Context: an optimization exercise on an open-source flow, tuned for small area and a short achievable clock period. The choices shown serve that exercise and are no tape-out recipe.
The RTL was checked by simulation tests, not by an equivalence proof against the original design.
Power is estimated from default activity; no workload was simulated.

==> v25 <==
==> flow/design.v <==
package mem_pkg;
  localparam int unsigned DEF_DATA_WIDTH = 32;
  localparam int unsigned DEF_DEPTH      = 64;
  localparam int unsigned DEF_ADDR_WIDTH = 6;
  typedef enum logic [0:0] {
    CLEAR = 1'b0,
    READY = 1'b1
  } state_e;
  function automatic logic byte_parity(input logic [7:0] b);
    byte_parity = ^b;
  endfunction
endpackage
module mem_clear_seq
#(
  parameter int unsigned DEPTH      = mem_pkg::DEF_DEPTH,
  parameter int unsigned ADDR_WIDTH = mem_pkg::DEF_ADDR_WIDTH
) (
  input  logic clock,
  input  logic reset,
  output logic busy,
  output logic clr
);
  logic [ADDR_WIDTH-1:0] cnt_q;
  logic                  last_c;
  logic                  busy_q;
  logic                  done_q;
  assign last_c = (cnt_q == ADDR_WIDTH'(DEPTH - 1));
  always_ff @(posedge clock or negedge reset) begin
    if (!reset) begin
      cnt_q  <= '0;
      busy_q <= 1'b1;
      done_q <= 1'b0;
    end else begin
      cnt_q <= cnt_q + ADDR_WIDTH'(1);
      if (last_c) begin
        busy_q <= 1'b0;
        done_q <= 1'b1;
      end
    end
  end
  assign busy = busy_q;
  assign clr  = ~done_q;
endmodule
module memory_module_param
#(
  parameter int unsigned DATA_WIDTH = mem_pkg::DEF_DATA_WIDTH,
  parameter int unsigned DEPTH      = mem_pkg::DEF_DEPTH,
  parameter int unsigned ADDR_WIDTH = mem_pkg::DEF_ADDR_WIDTH
) (
  input  logic                    clock,
  input  logic                    reset,
  input  logic [DATA_WIDTH-1:0]   data,
  input  logic [ADDR_WIDTH-1:0]   address,
  input  logic                    rE,
  input  logic                    wE,
  input  logic [DATA_WIDTH/8-1:0] byteEn,
  output logic [DATA_WIDTH-1:0]   dataOut,
  output logic                    dataValid,
  output logic                    busy
);
  localparam int unsigned NB = DATA_WIDTH / 8;
  logic                  busy_c;
  logic                  clr_c;
  logic [DATA_WIDTH-1:0] mem_q [DEPTH];
  logic [DATA_WIDTH-1:0] dataOut_q;
  logic                  dataValid_q;
  mem_clear_seq #(
    .DEPTH     (DEPTH),
    .ADDR_WIDTH(ADDR_WIDTH)
  ) u_clear_seq (
    .clock(clock),
    .reset(reset),
    .busy (busy_c),
    .clr  (clr_c)
  );
  logic [7:0]  pa_c, pb_c;
  logic [63:0] sel_n_c;
  logic [63:0] sel_c;
  always_comb begin
    for (int k = 0; k < 8; k++) begin
      pa_c[k] = (address[2:0] == 3'(k));
      pb_c[k] = (address[5:3] == 3'(k));
    end
  end
  for (genvar w = 0; w < 64; w++) begin : g_sel
    mem_nand2 u_seln (.a(pa_c[w%8]), .b(pb_c[w/8]), .y(sel_n_c[w]));
    mem_inv   u_sel  (.a(sel_n_c[w]), .y(sel_c[w]));
  end
  logic [NB-1:0] be_c;
  logic [NB-1:0] be_n_c;
  always_comb begin
    for (int b = 0; b < NB; b++) begin
      be_c[b]   = wE & byteEn[b] & ~clr_c;
      be_n_c[b] = ~be_c[b];
    end
  end
  for (genvar w = 0; w < 64; w++) begin : g_word
    for (genvar b = 0; b < NB; b++) begin : g_byte
      logic wen_c, hold_c;
      mem_nor2  u_wen  (.a(sel_n_c[w]), .b(be_n_c[b]), .y(wen_c));
      assign hold_c = ~((sel_c[w] & be_c[b]) | clr_c);
      for (genvar j = 0; j < 8; j++) begin : g_bit
        logic d_c;
        mem_bit_sel u_sel (
          .a1(wen_c),
          .a2(data[8*b+j]),
          .b1(hold_c),
          .b2(mem_q[w][8*b+j]),
          .y (d_c)
        );
        always_ff @(posedge clock) mem_q[w][8*b+j] <= d_c;
      end
    end
  end
  logic [DATA_WIDTH-1:0] rd_c;
  for (genvar i = 0; i < DATA_WIDTH; i++) begin : g_rd
    logic [21:0] p_n;
    logic [5:0]  q_c;
    logic [1:0]  r_n;
    for (genvar g = 0; g < 21; g++) begin : g_grp
      mem_rd_aoi u_aoi (
        .a1(sel_c[3*g]),   .a2(mem_q[3*g][i]),
        .b1(sel_c[3*g+1]), .b2(mem_q[3*g+1][i]),
        .c1(sel_c[3*g+2]), .c2(mem_q[3*g+2][i]),
        .y (p_n[g])
      );
    end
    mem_nand2 u_p63 (.a(sel_c[63]), .b(mem_q[63][i]), .y(p_n[21]));
    mem_nand4 u_q0 (.a(p_n[0]),  .b(p_n[1]),  .c(p_n[2]),  .d(p_n[3]),  .y(q_c[0]));
    mem_nand4 u_q1 (.a(p_n[4]),  .b(p_n[5]),  .c(p_n[6]),  .d(p_n[7]),  .y(q_c[1]));
    mem_nand4 u_q2 (.a(p_n[8]),  .b(p_n[9]),  .c(p_n[10]), .d(p_n[11]), .y(q_c[2]));
    mem_nand4 u_q3 (.a(p_n[12]), .b(p_n[13]), .c(p_n[14]), .d(p_n[15]), .y(q_c[3]));
    mem_nand3 u_q4 (.a(p_n[16]), .b(p_n[17]), .c(p_n[18]), .y(q_c[4]));
    mem_nand3 u_q5 (.a(p_n[19]), .b(p_n[20]), .c(p_n[21]), .y(q_c[5]));
    assign r_n[0] = ~(q_c[0] | q_c[1] | q_c[2]);
    assign r_n[1] = ~(q_c[3] | q_c[4] | q_c[5]);
    mem_nand2 u_rd (.a(r_n[0]), .b(r_n[1]), .y(rd_c[i]));
  end
  always_ff @(posedge clock) begin
    dataOut_q <= rd_c;
  end
  always_ff @(posedge clock or negedge reset) begin
    if (!reset) dataValid_q <= 1'b0;
    else        dataValid_q <= rE & ~clr_c;
  end
  assign dataOut   = dataOut_q;
  assign dataValid = dataValid_q;
  assign busy      = busy_c;
endmodule
module mem_bit_sel (
  input  logic a1, a2, b1, b2,
  output logic y
);
  assign y = (a1 & a2) | (b1 & b2);
endmodule
module mem_rd_aoi (
  input  logic a1, a2, b1, b2, c1, c2,
  output logic y
);
  assign y = ~((a1 & a2) | (b1 & b2) | (c1 & c2));
endmodule
module mem_a21oi (
  input  logic a1, a2, b1,
  output logic y
);
  assign y = ~((a1 & a2) | b1);
endmodule
module mem_inv (
  input  logic a,
  output logic y
);
  assign y = ~a;
endmodule
module mem_nand2 (
  input  logic a, b,
  output logic y
);
  assign y = ~(a & b);
endmodule
module mem_nand3 (
  input  logic a, b, c,
  output logic y
);
  assign y = ~(a & b & c);
endmodule
module mem_nand4 (
  input  logic a, b, c, d,
  output logic y
);
  assign y = ~(a & b & c & d);
endmodule
module mem_nor2 (
  input  logic a, b,
  output logic y
);
  assign y = ~(a | b);
endmodule
module mem_nor3 (
  input  logic a, b, c,
  output logic y
);
  assign y = ~(a | b | c);
endmodule
==> flow/run.sh <==
#!/bin/bash
# synth_recipe.tcl (not shown) runs the flow's synth.tcl, then flattens the netlist and writes it again
# the make line also repeats each setting of config.mk as NAME=value (left out here)
make -C /OpenROAD-flow-scripts/flow DESIGN_CONFIG=/design/flow/config.mk WORK_HOME=/design/flow/orfs CLKGATE_MAP_FILE= SYNTH_SCRIPT=/design/flow/synth_recipe.tcl finish
==> flow/config.mk <==
export PLATFORM = sky130hd
export DESIGN_NAME = memory_module_param
export DESIGN_NICKNAME = memory_module_param
export VERILOG_FILES = /design/flow/design.v
export SDC_FILE = /design/flow/constraint.sdc
export NUM_CORES = 4
export LEC_CHECK = 0
export CAP_MARGIN = 20
export CORE_MARGIN = 2
export CORE_UTILIZATION = 40
export CTS_BUF_LIST = sky130_fd_sc_hd__clkbuf_8
export CTS_CLUSTER_DIAMETER = 60
export CTS_CLUSTER_SIZE = 16
export GPL_TIMING_DRIVEN = 0
export PLACE_DENSITY = 0.5
export SETUP_SLACK_MARGIN = 1.6
export SLEW_MARGIN = 20
export SYNTH_HIERARCHICAL = 1
export SYNTH_MINIMUM_KEEP_SIZE = 0
==> flow/constraint.sdc <==
create_clock -name core_clock -period 4.0 [get_ports {clock}]
set_input_delay 0.8000 -clock core_clock [delete_from_list [all_inputs] [get_ports {clock}]]
set_output_delay 0.8000 -clock core_clock [all_outputs]
set_load 0.01 [all_outputs]
==> v23: changes against v25 <==
==> flow/design.v, changed modules only <==
module mem_clear_seq
#(
  parameter int unsigned DEPTH      = mem_pkg::DEF_DEPTH,
  parameter int unsigned ADDR_WIDTH = mem_pkg::DEF_ADDR_WIDTH
) (
  input  logic                  clock,
  input  logic                  reset,
  output logic                  busy,
  output logic                  clrWe,
  output logic [ADDR_WIDTH-1:0] clrAddr
);
  mem_pkg::state_e                state_q, state_d;
  logic [ADDR_WIDTH-1:0] ptr_q, ptr_d;
  logic                  busy_q;
  always_ff @(posedge clock or negedge reset) begin
    if (!reset) begin
      state_q <= mem_pkg::CLEAR;
      ptr_q   <= '0;
      busy_q  <= 1'b1;
    end else begin
      state_q <= state_d;
      ptr_q   <= ptr_d;
      busy_q  <= (state_d == mem_pkg::CLEAR);
    end
  end
  always_comb begin
    state_d = state_q;
    ptr_d   = ptr_q;
    case (state_q)
      mem_pkg::CLEAR: begin
        if (ptr_q == ADDR_WIDTH'(DEPTH - 1)) begin
          state_d = mem_pkg::READY;
          ptr_d   = '0;
        end else begin
          ptr_d = ptr_q + ADDR_WIDTH'(1);
        end
      end
      mem_pkg::READY:   state_d = mem_pkg::READY;
      default: state_d = mem_pkg::CLEAR;
    endcase
  end
  assign busy    = busy_q;
  assign clrWe   = busy_q;
  assign clrAddr = ptr_q;
endmodule
module memory_module_param
#(
  parameter int unsigned DATA_WIDTH = mem_pkg::DEF_DATA_WIDTH,
  parameter int unsigned DEPTH      = mem_pkg::DEF_DEPTH,
  parameter int unsigned ADDR_WIDTH = mem_pkg::DEF_ADDR_WIDTH
) (
  input  logic                    clock,
  input  logic                    reset,
  input  logic [DATA_WIDTH-1:0]   data,
  input  logic [ADDR_WIDTH-1:0]   address,
  input  logic                    rE,
  input  logic                    wE,
  input  logic [DATA_WIDTH/8-1:0] byteEn,
  output logic [DATA_WIDTH-1:0]   dataOut,
  output logic                    dataValid,
  output logic                    busy
);
  localparam int unsigned NB = DATA_WIDTH / 8;
  logic                  clrWe;
  logic [ADDR_WIDTH-1:0] clrAddr;
  logic [DATA_WIDTH-1:0] mem_q [DEPTH];
  logic                  in_range_c;
  logic                  wr_en_c;
  logic [ADDR_WIDTH-1:0] wr_addr_c;
  logic [NB-1:0]         wr_mask_c;
  logic [DATA_WIDTH-1:0] wr_data_c;
  logic [DATA_WIDTH-1:0] wr_word_c;
  logic                  rd_fire_c;
  logic [DATA_WIDTH-1:0] rd_data_c;
  logic [DATA_WIDTH-1:0] dataOut_q;
  logic                  dataValid_q;
  mem_clear_seq #(
    .DEPTH     (DEPTH),
    .ADDR_WIDTH(ADDR_WIDTH)
  ) u_clear_seq (
    .clock  (clock),
    .reset  (reset),
    .busy   (busy),
    .clrWe  (clrWe),
    .clrAddr(clrAddr)
  );
  assign in_range_c = (32'(address) < DEPTH);
  assign rd_fire_c  = rE & ~clrWe;
  assign rd_data_c  = in_range_c ? mem_q[address] : '0;
  always_comb begin
    wr_en_c   = 1'b0;
    wr_addr_c = address;
    wr_mask_c = byteEn;
    wr_data_c = data;
    if (clrWe) begin
      wr_en_c   = 1'b1;
      wr_addr_c = clrAddr;
      wr_mask_c = '1;
      wr_data_c = '0;
    end else if (wE && in_range_c) begin
      wr_en_c = 1'b1;
    end
  end
  always_comb begin
    wr_word_c = mem_q[wr_addr_c];
    for (int i = 0; i < NB; i++) begin
      if (wr_mask_c[i]) wr_word_c[8*i +: 8] = wr_data_c[8*i +: 8];
    end
  end
  always_ff @(posedge clock) begin
    if (wr_en_c) mem_q[wr_addr_c] <= wr_word_c;
  end
  always_ff @(posedge clock or negedge reset) begin
    if (!reset) begin
      dataOut_q   <= '0;
      dataValid_q <= 1'b0;
    end else begin
      dataValid_q <= rd_fire_c;
      if (rd_fire_c) dataOut_q <= rd_data_c;
    end
  end
  assign dataOut   = dataOut_q;
  assign dataValid = dataValid_q;
endmodule
// module mem_bit_sel removed
// module mem_rd_aoi removed
// module mem_a21oi removed
// module mem_inv removed
// module mem_nand2 removed
// module mem_nand3 removed
// module mem_nand4 removed
// module mem_nor2 removed
// module mem_nor3 removed
- CTS_BUF_LIST: sky130_fd_sc_hd__clkbuf_8 -> not set
- CTS_CLUSTER_DIAMETER: 60 -> not set
- CTS_CLUSTER_SIZE: 16 -> not set
- GPL_TIMING_DRIVEN: 0 -> not set
- PLACE_DENSITY: 0.5 -> not set
- SETUP_SLACK_MARGIN: 1.6 -> not set
- SYNTH_HIERARCHICAL: 1 -> not set
- SYNTH_MINIMUM_KEEP_SIZE: 0 -> not set
==> v1: changes against v25 <==
==> flow/design.v, changed modules only <==
module memory_module_param
#(
  parameter int unsigned DATA_WIDTH = mem_pkg::DEF_DATA_WIDTH,
  parameter int unsigned DEPTH      = mem_pkg::DEF_DEPTH,
  parameter int unsigned ADDR_WIDTH = mem_pkg::DEF_ADDR_WIDTH
) (
  input  logic                    clock,
  input  logic                    reset,
  input  logic [DATA_WIDTH-1:0]   data,
  input  logic [ADDR_WIDTH-1:0]   address,
  input  logic                    rE,
  input  logic                    wE,
  input  logic [DATA_WIDTH/8-1:0] byteEn,
  output logic [DATA_WIDTH-1:0]   dataOut,
  output logic                    dataValid,
  output logic                    busy
);
  localparam int unsigned NB = DATA_WIDTH / 8;
  logic                  busy_c;
  logic                  clr_c;
  logic [DATA_WIDTH-1:0] mem_q [DEPTH];
  logic [DATA_WIDTH-1:0] dataOut_q;
  logic                  dataValid_q;
  mem_clear_seq #(
    .DEPTH     (DEPTH),
    .ADDR_WIDTH(ADDR_WIDTH)
  ) u_clear_seq (
    .clock(clock),
    .reset(reset),
    .busy (busy_c),
    .clr  (clr_c)
  );
  logic [7:0]  pa_c, pb_c;
  logic [63:0] sel_n_c;
  logic [63:0] sel_c;
  always_comb begin
    for (int k = 0; k < 8; k++) begin
      pa_c[k] = (address[2:0] == 3'(k));
      pb_c[k] = (address[5:3] == 3'(k));
    end
  end
  for (genvar w = 0; w < 64; w++) begin : g_sel
    mem_nand2 u_seln (.a(pa_c[w%8]), .b(pb_c[w/8]), .y(sel_n_c[w]));
    mem_inv   u_sel  (.a(sel_n_c[w]), .y(sel_c[w]));
  end
  logic [NB-1:0] be_c;
  logic [NB-1:0] be_n_c;
  always_comb begin
    for (int b = 0; b < NB; b++) begin
      be_c[b]   = wE & byteEn[b] & ~clr_c;
      be_n_c[b] = ~be_c[b];
    end
  end
  for (genvar w = 0; w < 64; w++) begin : g_word
    for (genvar b = 0; b < NB; b++) begin : g_byte
      logic wen_c, hold_c;
      mem_nor2  u_wen  (.a(sel_n_c[w]), .b(be_n_c[b]), .y(wen_c));
      assign hold_c = ~((sel_c[w] & be_c[b]) | clr_c);
      for (genvar j = 0; j < 8; j++) begin : g_bit
        logic d_c;
        mem_bit_sel u_sel (
          .a1(wen_c),
          .a2(data[8*b+j]),
          .b1(hold_c),
          .b2(mem_q[w][8*b+j]),
          .y (d_c)
        );
        always_ff @(posedge clock) mem_q[w][8*b+j] <= d_c;
      end
    end
  end
  logic [DATA_WIDTH-1:0] rd_c;
  for (genvar i = 0; i < DATA_WIDTH; i++) begin : g_rd
    logic [31:0] p_n;
    logic [7:0]  q_c;
    logic [3:0]  r_n;
    for (genvar g = 0; g < 32; g++) begin : g_grp
      assign p_n[g] = ~((sel_c[2*g] & mem_q[2*g][i]) | (sel_c[2*g+1] & mem_q[2*g+1][i]));
    end
    for (genvar k = 0; k < 8; k++) begin : g_q
      mem_nand4 u_q (.a(p_n[4*k]), .b(p_n[4*k+1]), .c(p_n[4*k+2]), .d(p_n[4*k+3]), .y(q_c[k]));
    end
    for (genvar k = 0; k < 4; k++) begin : g_r
      mem_nor2 u_r (.a(q_c[2*k]), .b(q_c[2*k+1]), .y(r_n[k]));
    end
    mem_nand4 u_rd (.a(r_n[0]), .b(r_n[1]), .c(r_n[2]), .d(r_n[3]), .y(rd_c[i]));
  end
  always_ff @(posedge clock) begin
    dataOut_q <= rd_c;
  end
  always_ff @(posedge clock or negedge reset) begin
    if (!reset) dataValid_q <= 1'b0;
    else        dataValid_q <= rE & ~clr_c;
  end
  assign dataOut   = dataOut_q;
  assign dataValid = dataValid_q;
  assign busy      = busy_c;
endmodule
// module mem_rd_aoi removed
// module mem_nand3 removed
// module mem_nor3 removed
- CTS_BUF_LIST: sky130_fd_sc_hd__clkbuf_8 -> sky130_fd_sc_hd__clkbuf_16
- CTS_CLUSTER_SIZE: 16 -> 24
- SETUP_SLACK_MARGIN: 1.6 -> 2.0
- TNS_END_PERCENT: not set -> 5
==> summary of the runs <==
The highest first-iteration DRC count belongs to v25, the lowest to v23. Core utilization, highest first: v25, v1, v23. Hold slack, lowest first: v25, v1, v23. Of v25 and v1, v1 has the higher clock power (gap about 30%, measured against v1). Clock-buffer cell count, highest first: v23, v25, v1. Between v23 and v1, the lower final area is in v1 (gap 4.5%, measured against v1). Total power: v25 < v1 < v23. Sequential share of layout area: v1 < v25 < v23. Between v23 and v1, the lower clock skew is in v1 (gap 0.0022 ns).
==> figures <==
	v25	v1	v23
Global-route wire length before repair	464000 µm	431200 µm	294500 µm
Library cell occupying the most area in the post-synthesis netlist	dfxtp_1	dfxtp_1	edfxtp_1
Mean area per synthesized cell	12.26 µm²	11.37 µm²	20.43 µm²
Number of antenna violations at the first check in global routing	14	11	3
Netlist cell types	26	27	45
Sequential share of the synthesized area	0.5798	0.5582	0.7743
Clock slew seen by the registers of the worst setup and hold paths	0.10 ns	0.08 ns	0.06 ns
Adder-cell share of the synthesized area	0.0001733	0.0001668	0.0001549
Ant. Diodes	33	7	1
Startpoint types	input pin	input pin	flop
Setup repair after global routing missed its margin	yes	yes	no
Proportion of cell area occupied by multi-input gates	0.3526	0.3728	0.1834
Outcome	complete, no violations	complete, no violations	complete, no violations
Fin crit period	2.755 ns	2.883 ns	3.605 ns
Multi-input combinational cell area	31270 µm²	33690 µm²	17320 µm²
Count of instances resized after the clock tree is built	484	539	0
Detailed-route via count	64958	63497	40765
Startpoint of the worst register-to-register path	u_clear_seq.done_q	u_clear_seq.done_q	u_clear_seq.busy_q
Critical Path AT	3.55 ns	3.42 ns	2.81 ns
Portion of synthesized cell area occupied by the leading cell type	0.5766	0.5551	0.7616

afterwards: timing with drivers on the ports:
The results above use ideal ports. As a check the final layouts listed here were re-extracted and re-timed, cells and wires unchanged. Step 1 (the two cells are an assumption about what drives the block):
set clk [get_ports {clock}]
set_driving_cell -lib_cell sky130_fd_sc_hd__clkbuf_16 $clk
set_driving_cell -lib_cell sky130_fd_sc_hd__buf_2 [delete_from_list [all_inputs] $clk]
Step 2 times the ports against the registers' clock, not the clock port: input delays grow and output delays shrink by t, the midpoint of the rising clock arrivals with the driver on. Slacks: ideal / step 1 / step 2; pairs: ideal / step 1.
run	t (ns)	setup slack, ns	worst data-port slew with drivers (ns)	pins driven straight from the clock port
v25	1.067	1.245 / 1.170 / 0.103	0.25	1
v23	0.903	0.395 / 0.308 / -0.245	0.16	1
v1	0.917	1.117 / 1.136 / 0.219	0.08	1
With both steps, setup timing fails in v23, where it was met with ideal ports. The setup slack of v25, which loses most, moves by -0.075 ns with the drivers and by -1.142 ns with both steps.
